This is an optimization exercise on Yosys and OpenROAD, whose aim is small area, a short achievable clock period and few clock cycles per item, not a production implementation. RTL that was checked went through simulation tests only; none was proved equivalent to the original.

## run A
## vector_magnitude_offset
module vector_magnitude_offset #(
    parameter int SAMPLE_WIDTH = 16
) (
    input  wire logic        clk,
    input  wire logic        rst_n,
    input  wire logic        pair_valid,
    output logic             pair_ready,
    input  wire logic [15:0] pair_x_value,
    input  wire logic [15:0] pair_y_value,
    input  wire logic        pair_last_in,
    output logic             result_valid,
    input  wire logic        result_ready,
    output logic [15:0]      result_magnitude,
    output logic             result_last_out
);
Settings: LEC_CHECK=0, ABC_CLOCK_PERIOD_IN_PS=3500, CAP_MARGIN=20, CORE_MARGIN=2, CORE_UTILIZATION=55, PLACE_DENSITY=0.75, SETUP_SLACK_MARGIN=3.5, SLEW_MARGIN=20; clock period 7.0 ns.
run.sh (not shown) runs the stock make flow with config.mk's settings and CLKGATE_MAP_FILE= SYNTH_SCRIPT=/design/flow/synth_recipe.tcl, a recipe that flattens the netlist after the stock synthesis.
Run A | stages: all done | timing, DRC, antenna: all pass
Here is what was changed in the inputs of run B compared with run A.
- a change of CORE_UTILIZATION from 55 to 40
- a change of ABC_CLOCK_PERIOD_IN_PS from 3500 to 3000
- a change of SETUP_SLACK_MARGIN from 3.5 to 4.0
- a change of PLACE_DENSITY from 0.75 to 0.6
## What came out
Run B against run A: core utilization went down by 13 points, setup slack went up by 120 ps, number of non-clock buffers went up by about 90%, via count of the first global-routing pass went up by 257, routed wire length went up by 4.4 mm. Final area sits higher in run B than in run A. Taking run A as the reference point, the non-clock buffer contribution to total cell area of run B rises by 2.7 points.
Setup changes, run B to run C
- ABC_CLOCK_PERIOD_IN_PS now 3500, was 3000
- SETUP_SLACK_MARGIN now 3.5, was 4.0
Results
Taking run B as the reference, in run C critical path depth went up by 5; multi-input gate share of total cell area did not really move; worst slack at placement higher.
Run C and run B all finish clean.
Max routed length on met1 across run C and run B: run B
Run B → run C: routing usage on met3 fell 0.19 points; wire length of the first global-routing pass fell 7.6 mm; slew at the pin with the worst max-slew slack rose 65 ps.
Run C vs run B — share of the clock period used by the worst path rose 0.64 points.
[run C vs run B] post-cts resize count: lower in run C
No run of this note included a check of the RTL's function; only the layout flow was run.


## v39
vector_magnitude_offset, a different RTL version from the one above (not shown whole).
Size: roughly 380 flip-flops, ~56 I/O pins, roughly 0.028 mm2 of cells after synthesis.
Settings: LEC_CHECK=0, ABC_CLOCK_PERIOD_IN_PS=3300, CAP_MARGIN=20, CORE_MARGIN=2, CORE_UTILIZATION=40, PLACE_DENSITY=0.6, SETUP_SLACK_MARGIN=3.65, SLEW_MARGIN=20; clock period 7.0 ns.
Testbench counts of v39, summed over its fixed seeds: cycles 16,080, items 16,000.
Input changes introduced in v36 (baseline for comparison: v39):
Settings: swapping 3300 for 3000 in ABC_CLOCK_PERIOD_IN_PS; swapping 3.65 for 3.75 in SETUP_SLACK_MARGIN.
[summary]
On v36: share of final-layout standard cells stronger than drive strength 1 is 4.0 points higher than what v39 gave.
v36 vs v39: multi-input logic area up by a few percent
Wire length on met3 went down by more than 10% going from v39 to v36.
| multi-input gate count | v36 vs v39 | ≈ equal |
Compared with v39, v36 shows net count of the finished layout higher by 41.
Filler-free cell count of the finished design was lower in the run labelled v39.
The final reports for v36 and v39 show setup slack higher in the former.
Compared v39 against v36; total number of clock tree sinks within noise.
Count of inserted antenna diode cells for v36: 1 up relative to v39
Modified inputs, v1 compared to v36
Settings: SETUP_SLACK_MARGIN changed from 3.75 to 3.6; ABC_CLOCK_PERIOD_IN_PS changed from 3000 to 3300.
==> run summary <==
sky130_fd_sc_hd__fa_1 as the cell type of the slowest stage on the worst timing path was reported by v1, and sky130_fd_sc_hd__edfxtp_1 by v36. For the wire length of the first global-routing pass, v1 came in 1500 um lower than v36 did. Final period utilization on v1 is up relative to v36. The faster design of the two is v36; v1 tops out lower.
Relative to v1, the following input files were edited for v17:
Settings: swapping 3300 for 3500 in ABC_CLOCK_PERIOD_IN_PS; swapping 3.6 for 3.5 in SETUP_SLACK_MARGIN.
[summary]
Having completed the whole flow, v17 delivered a layout that passed the timing, design-rule and antenna checks. In v17 the number of filler instances in the final layout turned out 39 higher than in v1. Of v17 and v1, it is v17 that has the higher met3 wirelength from detailed routing. v17 against v1: minimum hold slack shows a reduction of 0.0095 ns, post-synthesis to final-layout area growth shows a reduction of 0.88 points.


Starting RTL as in the previous note.
Settings: LEC_CHECK=0, ABC_CLOCK_PERIOD_IN_PS=3500, CAP_MARGIN=20, CORE_MARGIN=2, CORE_UTILIZATION=40, PLACE_DENSITY=0.6, SETUP_SLACK_MARGIN=3.62, SLEW_MARGIN=20; clock period 7.0 ns.
Testbench counts at the start, summed over its fixed seeds: cycles 16,080, items 16,000.
Edit:
- CORE_UTILIZATION: 40 -> 45
- PLACE_DENSITY: 0.6 -> 0.65
- SETUP_SLACK_MARGIN: 3.62 -> 3.6
- TNS_END_PERCENT: not set -> 100
What happened:
- The new run passed the timing, design-rule and antenna checks
- fmax barely changes
- synthesized area stays the same
- first-iteration DRC count increases by 30%
- routed wire length stays flat
Edit:
- CORE_UTILIZATION: 45 -> 50
- PLACE_DENSITY: 0.65 -> 0.7
- SETUP_SLACK_MARGIN: 3.6 -> 3.55
- TNS_END_PERCENT: 100 -> not set
Outcome: Sequential cell count is unchanged; worst hold slack hardly moves; die area came out lower by 9.8%; setup slack is worse by 0.084 ns; maximum frequency came out lower by 2.4%; final area came out lower by 1.3%; utilization came out higher by 4.6 points; global-route usage came out higher by 0.93 points; clock-buffer cell count came out higher by 6; routed wire length came out lower by 3.5%.
Edit:
- ABC_CLOCK_PERIOD_IN_PS: 3500 -> 3000
- CORE_UTILIZATION: 50 -> 40
- PLACE_DENSITY: 0.7 -> 0.6
- SETUP_SLACK_MARGIN: 3.55 -> 3.6
What happened:
- sequential share of layout area goes down by 0.60 points
- register-to-register slack is better by 0.05 ns
- first-iteration DRC count went down by about 30%
- cell area is higher by about 1.7%


## juniper
Another version of the RTL of vector_magnitude_offset (not shown whole).
Size: ~390 flip-flops, roughly 56 I/O pins, about 0.028 sq mm of cells after synthesis.
==> flow/design.v (excerpt) <==
module vector_magnitude_offset #(
    parameter int SAMPLE_WIDTH = 16
) (
    input  wire logic        clk,
    input  wire logic        rst_n,
    input  wire logic        pair_valid,
    output logic             pair_ready,
    input  wire logic [15:0] pair_x_value,
    input  wire logic [15:0] pair_y_value,
    input  wire logic        pair_last_in,
    output logic             result_valid,
    input  wire logic        result_ready,
    output logic [15:0]      result_magnitude,
    output logic             result_last_out
);
clock: 7.0 ns
lec_check: 0
abc_clock_period_in_ps: 3500
cap_margin: 20
core_margin: 2
core_utilization: 40
cts_buf_list: sky130_fd_sc_hd__clkbuf_4 sky130_fd_sc_hd__clkbuf_8
cts_cluster_size: 25
place_density: 0.6
setup_slack_margin: 3.5
slew_margin: 20
juniper: full flow OK, the timing, design-rule and antenna checks passed
Testbench counts of juniper, summed over its fixed seeds: cycles 16,080, items 16,000.
What ember does differently from juniper at the input level:
diff --git a/flow/config.mk b/flow/config.mk
--- a/flow/config.mk
+++ b/flow/config.mk
@@ -11,4 +11,2 @@
 export CORE_UTILIZATION = 40
-export CTS_BUF_LIST = sky130_fd_sc_hd__clkbuf_4 sky130_fd_sc_hd__clkbuf_8
-export CTS_CLUSTER_SIZE = 25
 export PLACE_DENSITY = 0.6
[summary]
Placer congestion estimate: ember vs juniper identical. Sort ember and juniper by final critical delay including setup and external delays, descending, and juniper comes first. Looking only at global-route usage, and setting everything else aside, the lower value of ember and juniper goes to ember. Summary of ember over juniper: number of antenna violations at the first check in global routing moved down; final net count moved down. From juniper to ember the numbers moved as follows: final period utilization stayed essentially flat.

[afterwards: timing with drivers on the ports]
Ports are ideal in the flow. The routed layouts listed here were re-timed in OpenROAD. Step 1 sets driving cells, clkbuf_16 on the clock port and buf_2 on the other inputs (assumed; they add their load-dependent delay and slew). Step 2 adds t to the input delays and takes it off the output delays; t is the mean of the earliest and latest rising clock arrival at the registers after step 1. Input paths then give back, and output paths get back, about the clock's delay inside the block. a / b / c = ideal ports / drivers / drivers and shift; a / b = the first two.
run | t, ns | setup WS [ns] | clock arrival spread, ns | worst data-port slew with drivers (ns)
run A | 0.633 | 3.520 / 3.520 / 3.258 | 0.031 / 0.031 | 0.04
run B | 0.627 | 3.643 / 3.643 / 3.518 | 0.021 / 0.021 | 0.04
run C | 0.641 | 3.598 / 3.598 / 3.231 | 0.029 / 0.030 | 0.05
v39 | 0.629 | 3.646 / 3.646 / 3.274 | 0.017 / 0.018 | 0.04
v36 | 0.631 | 3.666 / 3.666 / 3.287 | 0.018 / 0.017 | 0.03
v1 | 0.632 | 3.597 / 3.597 / 3.220 | 0.028 / 0.028 | 0.04
v17 | 0.629 | 3.546 / 3.523 / 3.071 | 0.045 / 0.046 | 0.04
the first run of note 3 | 0.639 | 3.626 / 3.626 / 3.295 | 0.017 / 0.017 | 0.04
the second run of note 3 | 0.625 | 3.630 / 3.630 / 3.234 | 0.019 / 0.020 | 0.04
the third run of note 3 | 0.611 | 3.546 / 3.546 / 3.197 | 0.015 / 0.015 | 0.03
the fourth run of note 3 | 0.632 | 3.597 / 3.597 / 3.220 | 0.028 / 0.028 | 0.04
juniper | 0.683 | 3.552 / 3.552 / 3.307 | 0.029 / 0.029 | 0.03
ember | 0.641 | 3.557 / 3.528 / 3.321 | 0.018 / 0.018 | 0.03
After both steps every run listed still meets setup and hold. For v17, which loses most, drivers alone change the setup slack by -0.023 ns; drivers and shift together by -0.475 ns.
